Source: an optimization exercise on an open RTL-to-GDS flow (aim: small area, a short achievable clock period and few clock cycles per item). Production flows keep margins and buffers that such runs may drop.
RTL that was checked went through simulation tests only; none was proved equivalent to the original.
No activity file was given, so power comes from the tool's default toggle rates.

==> inputs of job 2365 <==
==> flow/design.v <==
`default_nettype none
package hhfl_pkg;
  localparam int unsigned PosW = 16;
  localparam logic [1:0] PH_START = 2'd0;
  localparam logic [1:0] PH_KEY   = 2'd1;
  localparam logic [1:0] PH_VALUE = 2'd2;
  localparam logic [1:0] PH_DONE  = 2'd3;
  localparam logic [7:0] ChCr    = 8'h0d;
  localparam logic [7:0] ChLf    = 8'h0a;
  localparam logic [7:0] ChSpace = 8'h20;
  localparam logic [7:0] ChColon = 8'h3a;
  localparam logic [7:0] ChZero  = 8'h30;
  localparam logic [7:0] ChNine  = 8'h39;
  function automatic logic [7:0] start_char(input logic [1:0] k, input logic [3:0] i);
    logic [63:0] s;
    case (k)
      2'd0: s = "HTTP/1.1";
      2'd1: s = {"GET", 40'd0};
      2'd2: s = {"HEAD", 32'd0};
      default: s = {"POST", 32'd0};
    endcase
    start_char = s[63 - 8 * i[2:0] -: 8];
  endfunction
  function automatic logic [3:0] start_len(input logic [1:0] k);
    case (k)
      2'd0: start_len = 4'd8;
      2'd1: start_len = 4'd3;
      default: start_len = 4'd4;
    endcase
  endfunction
  function automatic logic [7:0] key_char(input logic [1:0] k, input logic [3:0] i);
    logic [103:0] s;
    case (k)
      2'd0: s = {"Host:", 64'd0};
      2'd1: s = {"User-Agent:", 16'd0};
      default: s = "Content-Type:";
    endcase
    key_char = (i < 4'd13) ? s[103 - 8 * i -: 8] : 8'd0;
  endfunction
  function automatic logic [3:0] key_len(input logic [1:0] k);
    case (k)
      2'd0: key_len = 4'd5;
      2'd1: key_len = 4'd11;
      default: key_len = 4'd13;
    endcase
  endfunction
endpackage
`default_nettype wire
`default_nettype none
module hhfl_scan (
  input  wire logic        clk,
  input  wire logic        rst_n,
  input  wire logic        step,       
  input  wire logic        fresh,      
  input  wire logic        last_byte,
  input  wire logic [7:0]  data_byte,
  input  wire logic        is_cr,
  input  wire logic        is_lf,
  input  wire logic        is_sp,
  input  wire logic        is_colon,
  input  wire logic        is_digit,
  output logic             ok,
  output logic             resp,
  output logic [1:0]       method,
  output logic [15:0]      word0,      
  output logic [15:0]      uri_len,
  output logic [15:0]      f_host_off,
  output logic [15:0]      f_host_len,
  output logic [15:0]      f_agent_off,
  output logic [15:0]      f_agent_len,
  output logic [15:0]      f_ctype_off,
  output logic [15:0]      f_ctype_len
);
  logic [15:0] pos_r;
  logic        full_r;               
  logic [1:0]  phase_r;
  logic        cr_r, colon_r;
  logic [1:0]  sp_r;
  logic [3:0]  m_r;                  
  logic [3:0]  idx_r;
  logic        dig_r;
  logic        vseen_r;
  logic [15:0] vst_r;                
  logic [15:0] cnt_r;                
  logic [15:0] pos_inc;
  logic        lf, adv, clr;
  assign pos_inc = pos_r + 16'd1;
  assign lf  = cr_r && is_lf;
  assign adv = step && !full_r;
  assign clr = !rst_n || (step && last_byte);
  logic [1:0]  phase_nxt;
  logic [1:0]  sp_nxt;
  logic [3:0]  m_nxt, idx_nxt;
  logic        dig_nxt, vseen_nxt;
  logic        st_end_ok, first_sp, resp_now, dig_acc, set_val, cnt_inc, commit;
  logic [1:0]  kind;
  always_comb begin
    phase_nxt = phase_r; sp_nxt = sp_r; m_nxt = m_r; idx_nxt = idx_r;
    dig_nxt = dig_r; vseen_nxt = vseen_r;
    st_end_ok = 1'b0; first_sp = 1'b0; dig_acc = 1'b0; set_val = 1'b0;
    cnt_inc = 1'b0; commit = 1'b0;
    resp_now = m_r[0] && idx_r == 4'd8;
    kind = 2'd3;
    for (int k = 3; k >= 1; k--)
      if (m_r[k] && idx_r == hhfl_pkg::start_len(2'(k))) kind = 2'(k - 1);
    case (phase_r)
      hhfl_pkg::PH_START: begin
        if (lf) begin
          if (sp_r == 2'd2 && (!resp || dig_r)) begin
            st_end_ok = 1'b1;
            phase_nxt = hhfl_pkg::PH_KEY;
            m_nxt = 4'b0111; idx_nxt = '0;
          end else begin
            phase_nxt = hhfl_pkg::PH_DONE;
          end
        end else if (is_sp) begin
          if (sp_r == 2'd0) begin
            first_sp = 1'b1;
            idx_nxt = '0;
            sp_nxt = 2'd1;
          end else if (sp_r == 2'd1) begin
            sp_nxt = 2'd2;
          end
        end else if (sp_r == 2'd0) begin
          for (int k = 0; k < 4; k++)
            if (idx_r >= hhfl_pkg::start_len(2'(k)) || hhfl_pkg::start_char(2'(k), idx_r) != data_byte)
              m_nxt[k] = 1'b0;
          if (idx_r != 4'd15) idx_nxt = idx_r + 4'd1;
        end else if (sp_r == 2'd1 && resp && idx_r == 4'd0) begin
          if (is_digit) begin
            dig_acc = 1'b1;
            dig_nxt = 1'b1;
          end else begin
            idx_nxt = 4'd1;
          end
        end
      end
      hhfl_pkg::PH_KEY, hhfl_pkg::PH_VALUE: begin
        if (lf) begin
          if (phase_r == hhfl_pkg::PH_KEY) begin
            if (idx_r == 4'd1) phase_nxt = hhfl_pkg::PH_DONE;
          end else begin
            commit = 1'b1;
            phase_nxt = hhfl_pkg::PH_KEY;
          end
          m_nxt = 4'b0111; idx_nxt = '0; vseen_nxt = 1'b0;
        end else if (phase_r == hhfl_pkg::PH_KEY) begin
          if (colon_r && is_sp) begin
            for (int k = 0; k < 3; k++)
              m_nxt[k] = m_r[k] && idx_r == hhfl_pkg::key_len(2'(k));
            set_val = 1'b1;
            phase_nxt = hhfl_pkg::PH_VALUE;
          end else begin
            for (int k = 0; k < 3; k++)
              if (idx_r >= hhfl_pkg::key_len(2'(k)) || hhfl_pkg::key_char(2'(k), idx_r) != data_byte)
                m_nxt[k] = 1'b0;
            if (idx_r != 4'd15) idx_nxt = idx_r + 4'd1;
          end
        end else if (!vseen_r) begin
          if (colon_r && is_sp) vseen_nxt = 1'b1;
          else cnt_inc = 1'b1;
        end
      end
      default: ;
    endcase
  end
  always_ff @(posedge clk) begin
    if (clr) begin
      pos_r <= '0; full_r <= 1'b0; phase_r <= hhfl_pkg::PH_START; cr_r <= 1'b0;
      colon_r <= 1'b0; sp_r <= '0; m_r <= 4'hf; idx_r <= '0; dig_r <= 1'b0;
      vseen_r <= 1'b0;
    end else if (adv) begin
      pos_r <= pos_inc; full_r <= &pos_r[15:1];
      phase_r <= phase_nxt; cr_r <= is_cr;
      colon_r <= (phase_r == hhfl_pkg::PH_KEY || phase_r == hhfl_pkg::PH_VALUE) && is_colon;
      sp_r <= sp_nxt; m_r <= m_nxt; idx_r <= idx_nxt; dig_r <= dig_nxt;
      vseen_r <= vseen_nxt;
    end
  end
  always_ff @(posedge clk) begin
    if (adv && set_val) begin
      vst_r <= pos_inc;
      cnt_r <= '1;
    end else if (adv && cnt_inc) begin
      cnt_r <= cnt_r + 16'd1;
    end
  end
  always_ff @(posedge clk) begin
    if (adv && first_sp) begin
      resp <= resp_now;
      method <= resp_now ? 2'd0 : kind;
      word0 <= resp_now ? 16'd0 : pos_inc;
      uri_len <= '1;
    end else begin
      if (adv && dig_acc)
        word0 <= {word0[12:0], 3'b000} + {word0[14:0], 1'b0} + {12'd0, data_byte[3:0]};
      if (adv && phase_r == hhfl_pkg::PH_START && sp_r == 2'd1)
        uri_len <= uri_len + 16'd1;
    end
    if (step && fresh) ok <= 1'b0;
    else if (adv && st_end_ok) ok <= 1'b1;
  end
  logic [15:0] vst_g, cnt_g;
  assign vst_g = fresh ? 16'd0 : vst_r;
  assign cnt_g = fresh ? 16'd0 : cnt_r;
  always_ff @(posedge clk) begin
    if (adv && (fresh || (commit && m_r[0]))) begin
      f_host_off <= vst_g; f_host_len <= cnt_g;
    end
    if (adv && (fresh || (commit && m_r[1]))) begin
      f_agent_off <= vst_g; f_agent_len <= cnt_g;
    end
    if (adv && (fresh || (commit && m_r[2]))) begin
      f_ctype_off <= vst_g; f_ctype_len <= cnt_g;
    end
  end
endmodule
`default_nettype wire
`default_nettype none
module http_header_field_locator (
  input  wire logic        clk,
  input  wire logic        rst_n,
  input  wire logic        in_valid,
  output logic             in_stall,
  input  wire logic [7:0]  in_data_byte,
  input  wire logic        in_last_byte,
  output logic             out_valid,
  input  wire logic        out_stall,
  output logic             out_parse_ok,
  output logic             out_resp_flag,
  output logic [1:0]       out_method_kind,
  output logic [15:0]      out_status_code,
  output logic [15:0]      out_uri_offset,
  output logic [15:0]      out_uri_length,
  output logic [15:0]      out_host_offset,
  output logic [15:0]      out_host_length,
  output logic [15:0]      out_agent_offset,
  output logic [15:0]      out_agent_length,
  output logic [15:0]      out_ctype_offset,
  output logic [15:0]      out_ctype_length
);
  logic       iv_r, il_r, ov_r, fresh_r;
  logic [7:0] ib_r;
  logic       cr_r, lf_r, sp_r, colon_r, digit_r;
  logic       step;
  assign step     = iv_r && !ov_r;
  assign in_stall = iv_r && ov_r;
  always_ff @(posedge clk) begin
    if (!rst_n) iv_r <= 1'b0;
    else if (in_valid && !in_stall) iv_r <= 1'b1;
    else if (step) iv_r <= 1'b0;
    if (!in_stall) begin
      ib_r    <= in_data_byte;
      il_r    <= in_last_byte;
      cr_r    <= in_data_byte == hhfl_pkg::ChCr;
      lf_r    <= in_data_byte == hhfl_pkg::ChLf;
      sp_r    <= in_data_byte == hhfl_pkg::ChSpace;
      colon_r <= in_data_byte == hhfl_pkg::ChColon;
      digit_r <= in_data_byte >= hhfl_pkg::ChZero && in_data_byte <= hhfl_pkg::ChNine;
    end
  end
  always_ff @(posedge clk) begin
    if (!rst_n) begin
      ov_r <= 1'b0;
      fresh_r <= 1'b1;
    end else begin
      if (step && il_r) ov_r <= 1'b1;
      else if (!out_stall) ov_r <= 1'b0;
      if (step) fresh_r <= il_r;
    end
  end
  logic        ok, resp;
  logic [1:0]  method;
  logic [15:0] word0, uri_len;
  hhfl_scan u_scan (
    .clk(clk), .rst_n(rst_n), .step(step), .fresh(fresh_r), .last_byte(il_r),
    .data_byte(ib_r), .is_cr(cr_r), .is_lf(lf_r), .is_sp(sp_r), .is_colon(colon_r),
    .is_digit(digit_r),
    .ok(ok), .resp(resp), .method(method), .word0(word0), .uri_len(uri_len),
    .f_host_off(out_host_offset), .f_host_len(out_host_length),
    .f_agent_off(out_agent_offset), .f_agent_len(out_agent_length),
    .f_ctype_off(out_ctype_offset), .f_ctype_len(out_ctype_length)
  );
  assign out_valid       = ov_r;
  assign out_parse_ok    = ok;
  assign out_resp_flag   = ok && resp;
  assign out_method_kind = ok ? method : 2'd0;
  assign out_status_code = (ok && resp) ? word0 : 16'd0;
  assign out_uri_offset  = (ok && !resp) ? word0 : 16'd0;
  assign out_uri_length  = (ok && !resp) ? uri_len : 16'd0;
endmodule
`default_nettype wire
==> flow/run.sh <==
#!/bin/bash
# synth_recipe.tcl (not shown) runs the flow's synth.tcl, then flattens the netlist and writes it again
# the make line also repeats each setting of config.mk as NAME=value (left out here)
make -C /OpenROAD-flow-scripts/flow DESIGN_CONFIG=/design/flow/config.mk WORK_HOME=/design/flow/orfs CLKGATE_MAP_FILE= SYNTH_SCRIPT=/design/flow/synth_recipe.tcl finish
==> flow/config.mk <==
export PLATFORM = sky130hd
export DESIGN_NAME = http_header_field_locator
export DESIGN_NICKNAME = http_header_field_locator
export VERILOG_FILES = /design/flow/design.v
export SDC_FILE = /design/flow/constraint.sdc
export NUM_CORES = 4
export LEC_CHECK = 0
export CAP_MARGIN = 20
export CORE_MARGIN = 2
export CORE_UTILIZATION = 40
export SETUP_SLACK_MARGIN = 2.0
export SLEW_MARGIN = 20
==> flow/constraint.sdc <==
create_clock -name core_clock -period 4.0 [get_ports {clk}]
set_input_delay 0.8000 -clock core_clock [delete_from_list [all_inputs] [get_ports {clk}]]
set_output_delay 0.8000 -clock core_clock [all_outputs]
set_load 0.01 [all_outputs]
==> job 6236 (differences from job 2365) <==
--- a/flow/design.v
+++ b/flow/design.v
@@ -61,13 +61,14 @@
   input  wire logic        is_digit,
-  output logic             ok,
-  output logic             resp,
-  output logic [1:0]       method,
-  output logic [15:0]      word0,      
-  output logic [15:0]      uri_len,
-  output logic [15:0]      f_host_off,
-  output logic [15:0]      f_host_len,
-  output logic [15:0]      f_agent_off,
-  output logic [15:0]      f_agent_len,
-  output logic [15:0]      f_ctype_off,
-  output logic [15:0]      f_ctype_len
+  output logic             r_ok,
+  output logic             r_resp,
+  output logic [1:0]       r_method,
+  output logic [15:0]      r_status,
+  output logic [15:0]      r_uri_off,
+  output logic [15:0]      r_uri_len,
+  output logic [15:0]      r_host_off,
+  output logic [15:0]      r_host_len,
+  output logic [15:0]      r_agent_off,
+  output logic [15:0]      r_agent_len,
+  output logic [15:0]      r_ctype_off,
+  output logic [15:0]      r_ctype_len
 );
@@ -85,7 +86,8 @@
   logic [15:0] pos_inc;
-  logic        lf, adv, clr;
+  logic        lf, adv, clr, resp;
   assign pos_inc = pos_r + 16'd1;
-  assign lf  = cr_r && is_lf;
-  assign adv = step && !full_r;
-  assign clr = !rst_n || (step && last_byte);
+  assign lf   = cr_r && is_lf;
+  assign adv  = step && !full_r;
+  assign clr  = !rst_n || (step && last_byte);
+  assign resp = m_r[2];
   logic [1:0]  phase_nxt;
@@ -107,2 +109,3 @@
       hhfl_pkg::PH_START: begin
+        if (sp_r == 2'd1) cnt_inc = 1'b1;
         if (lf) begin
@@ -118,2 +121,3 @@
             first_sp = 1'b1;
+            m_nxt = {1'b0, resp_now, resp_now ? 2'd0 : kind};
             idx_nxt = '0;
@@ -180,23 +184,11 @@
   always_ff @(posedge clk) begin
-    if (adv && set_val) begin
-      vst_r <= pos_inc;
+    if (adv && (set_val || first_sp)) begin
+      vst_r <= (first_sp && resp_now) ? 16'd0 : pos_inc;
       cnt_r <= '1;
-    end else if (adv && cnt_inc) begin
-      cnt_r <= cnt_r + 16'd1;
-    end
-  end
-  always_ff @(posedge clk) begin
-    if (adv && first_sp) begin
-      resp <= resp_now;
-      method <= resp_now ? 2'd0 : kind;
-      word0 <= resp_now ? 16'd0 : pos_inc;
-      uri_len <= '1;
     end else begin
       if (adv && dig_acc)
-        word0 <= {word0[12:0], 3'b000} + {word0[14:0], 1'b0} + {12'd0, data_byte[3:0]};
-      if (adv && phase_r == hhfl_pkg::PH_START && sp_r == 2'd1)
-        uri_len <= uri_len + 16'd1;
-    end
-    if (step && fresh) ok <= 1'b0;
-    else if (adv && st_end_ok) ok <= 1'b1;
+        vst_r <= {vst_r[12:0], 3'b000} + {vst_r[14:0], 1'b0} + {12'd0, data_byte[3:0]};
+      if (adv && cnt_inc)
+        cnt_r <= cnt_r + 16'd1;
+    end
   end
@@ -206,10 +198,20 @@
   always_ff @(posedge clk) begin
+    if (adv && (fresh || st_end_ok)) begin
+      r_ok <= !fresh;
+      r_resp <= !fresh && resp;
+      r_method <= fresh ? 2'd0 : m_r[1:0];
+    end
+    if (adv && (fresh || (st_end_ok && resp)))
+      r_status <= vst_g;
+    if (adv && (fresh || (st_end_ok && !resp))) begin
+      r_uri_off <= vst_g; r_uri_len <= cnt_g;
+    end
     if (adv && (fresh || (commit && m_r[0]))) begin
-      f_host_off <= vst_g; f_host_len <= cnt_g;
+      r_host_off <= vst_g; r_host_len <= cnt_g;
     end
     if (adv && (fresh || (commit && m_r[1]))) begin
-      f_agent_off <= vst_g; f_agent_len <= cnt_g;
+      r_agent_off <= vst_g; r_agent_len <= cnt_g;
     end
     if (adv && (fresh || (commit && m_r[2]))) begin
-      f_ctype_off <= vst_g; f_ctype_len <= cnt_g;
+      r_ctype_off <= vst_g; r_ctype_len <= cnt_g;
     end
@@ -241,13 +243,29 @@
 );
-  logic       iv_r, il_r, ov_r, fresh_r;
+  logic       iv_r, il_r, ov_r, stall_r, fresh_r;
   logic [7:0] ib_r;
   logic       cr_r, lf_r, sp_r, colon_r, digit_r;
-  logic       step;
+  logic       step, iv_nxt, ov_nxt;
   assign step     = iv_r && !ov_r;
-  assign in_stall = iv_r && ov_r;
-  always_ff @(posedge clk) begin
-    if (!rst_n) iv_r <= 1'b0;
-    else if (in_valid && !in_stall) iv_r <= 1'b1;
-    else if (step) iv_r <= 1'b0;
-    if (!in_stall) begin
+  assign in_stall = stall_r;         
+  always_comb begin
+    iv_nxt = iv_r;
+    if (in_valid && !stall_r) iv_nxt = 1'b1;
+    else if (step) iv_nxt = 1'b0;
+    ov_nxt = ov_r;
+    if (step && il_r) ov_nxt = 1'b1;
+    else if (!out_stall) ov_nxt = 1'b0;
+  end
+  always_ff @(posedge clk) begin
+    if (!rst_n) begin
+      iv_r <= 1'b0;
+      ov_r <= 1'b0;
+      stall_r <= 1'b0;
+      fresh_r <= 1'b1;
+    end else begin
+      iv_r <= iv_nxt;
+      ov_r <= ov_nxt;
+      stall_r <= iv_nxt && ov_nxt;
+      if (step) fresh_r <= il_r;
+    end
+    if (!stall_r) begin
       ib_r    <= in_data_byte;
@@ -261,15 +279,2 @@
   end
-  always_ff @(posedge clk) begin
-    if (!rst_n) begin
-      ov_r <= 1'b0;
-      fresh_r <= 1'b1;
-    end else begin
-      if (step && il_r) ov_r <= 1'b1;
-      else if (!out_stall) ov_r <= 1'b0;
-      if (step) fresh_r <= il_r;
-    end
-  end
-  logic        ok, resp;
-  logic [1:0]  method;
-  logic [15:0] word0, uri_len;
   hhfl_scan u_scan (
@@ -278,14 +283,9 @@
     .is_digit(digit_r),
-    .ok(ok), .resp(resp), .method(method), .word0(word0), .uri_len(uri_len),
-    .f_host_off(out_host_offset), .f_host_len(out_host_length),
-    .f_agent_off(out_agent_offset), .f_agent_len(out_agent_length),
-    .f_ctype_off(out_ctype_offset), .f_ctype_len(out_ctype_length)
+    .r_ok(out_parse_ok), .r_resp(out_resp_flag), .r_method(out_method_kind),
+    .r_status(out_status_code), .r_uri_off(out_uri_offset), .r_uri_len(out_uri_length),
+    .r_host_off(out_host_offset), .r_host_len(out_host_length),
+    .r_agent_off(out_agent_offset), .r_agent_len(out_agent_length),
+    .r_ctype_off(out_ctype_offset), .r_ctype_len(out_ctype_length)
   );
-  assign out_valid       = ov_r;
-  assign out_parse_ok    = ok;
-  assign out_resp_flag   = ok && resp;
-  assign out_method_kind = ok ? method : 2'd0;
-  assign out_status_code = (ok && resp) ? word0 : 16'd0;
-  assign out_uri_offset  = (ok && !resp) ? word0 : 16'd0;
-  assign out_uri_length  = (ok && !resp) ? uri_len : 16'd0;
+  assign out_valid = ov_r;
 endmodule
Settings changed: ABC_AREA set to 1, SETUP_SLACK_MARGIN 2.0 to 2.5.
==> job 7450 (differences from job 2365) <==
Settings changed: SETUP_SLACK_MARGIN 2.0 to unset.
==> job 285 (differences from job 2365) <==
Settings changed: ABC_AREA set to 1.
==> summary of the runs <==
In clock-buffer cell count, job 7450 and job 6236 do not differ.
Register-to-register slack, highest first: job 6236, job 285, job 2365, job 7450.
Between job 285 and job 2365, the lower utilization is in job 2365 (gap 0.51 points).
Global-route usage, lowest first: job 7450, job 285, job 2365, job 6236.
In job 6236 the critical path depth is higher than in job 2365, by 1.
Hold slack, lowest first: job 7450, job 285, job 6236, job 2365.
Total power, lowest first: job 7450, job 2365, job 285, job 6236.
Worst setup slack: job 7450 < job 2365 < job 285 < job 6236.
Between job 7450 and job 285, the lower synthesized cell count is in job 7450 (gap 14%, measured against job 285).
==> figures <==
metric                                                                             job 7450         job 2365        job 6236          job 285
Non-CTS inverters                                                                        23               23             132              186
Sequential fraction of design power                                                   49.6%            47.1%           47.3%            46.5%
GRT met3 Usage                                                                        3.19%            3.13%           3.31%            3.17%
Core Util, Final                                                                      50.8%            58.7%           59.3%            59.2%
Switch share                                                                          24.4%            24.1%           27.2%            26.2%
Internal portion of total power                                                   0.00384 W        0.00407 W       0.00439 W        0.00403 W
Worst R2R Start                                                                     ib_r[3]  u_scan.word0[0]         ib_r[3]  u_scan.word0[0]
Met2 wire length                                                                   12700 um         15100 um        16000 um         14300 um
Maximum clock frequency                                                             290 MHz          321 MHz         411 MHz          395 MHz
Worst Setup Slack post-DPL                                                           599 ps           812 ps         1450 ps          1160 ps
Final area over synthesized area                                                     1.248x           1.442x          1.466x           1.466x
Normalized max-slew margin                                                            47.4%            60.1%           57.5%            62.9%
Worst slew pin tran                                                                  788 ps           595 ps          636 ps           551 ps
Total area of sequential cells                                                 0.00574 mm^2     0.00576 mm^2    0.00645 mm^2     0.00577 mm^2
Via count of the first global-routing pass                                             7960             8501            8802             8802
Length of routed met3 wiring                                                        1450 um          1960 um         2400 um          2180 um
Cell with the most instances after synthesis                                       edfxtp_1         edfxtp_1         nand2_1          nand2_1
Combinational Power Share                                                              8.9%            11.0%           16.9%            14.4%
Result of the run                                                            finished clean   finished clean  finished clean   finished clean
Share of synthesized cell area in full adder, half adder and majority cells           4.93%            4.93%           4.88%            5.02%
Testbench counts of job 2365, summed over its fixed seeds: cycles 58,188, bytes 57,796.
Testbench counts of job 7450, summed over its fixed seeds: cycles 58,188, bytes 57,796.
Testbench counts of job 285, summed over its fixed seeds: cycles 58,188, bytes 57,796.
No functional check of the RTL was part of job 6236.

## separate check: timing with driven ports
In the flow no input, the clock included, has a driving cell. The finished layouts below were timed again as built, in two steps.
Step 1 sets driving cells, clkbuf_16 on the clock port and buf_2 on the other inputs (assumed; they add their load-dependent delay and slew).
Step 2, shift: input delay + t, output delay - t, t = (earliest + latest rising clock arrival at the registers) / 2. This alone moves slack from input paths to output paths.
Slacks: ideal / step 1 / step 2; pairs: ideal / step 1.
run | t (ns) | slack for setup (ns) | worst setup path after step 2 | cell pins on the clock port's net
job 2365 | 0.564 | 0.884 / 0.884 / 0.884 | register to register | 1
job 6236 | 0.575 | 1.568 / 1.568 / 1.568 | register to register | 1
job 7450 | 0.575 | 0.549 / 0.549 / 0.549 | register to register | 1
job 285 | 0.564 | 1.471 / 1.471 / 1.471 | register to register | 1
After both steps setup and hold are still met in every run listed.
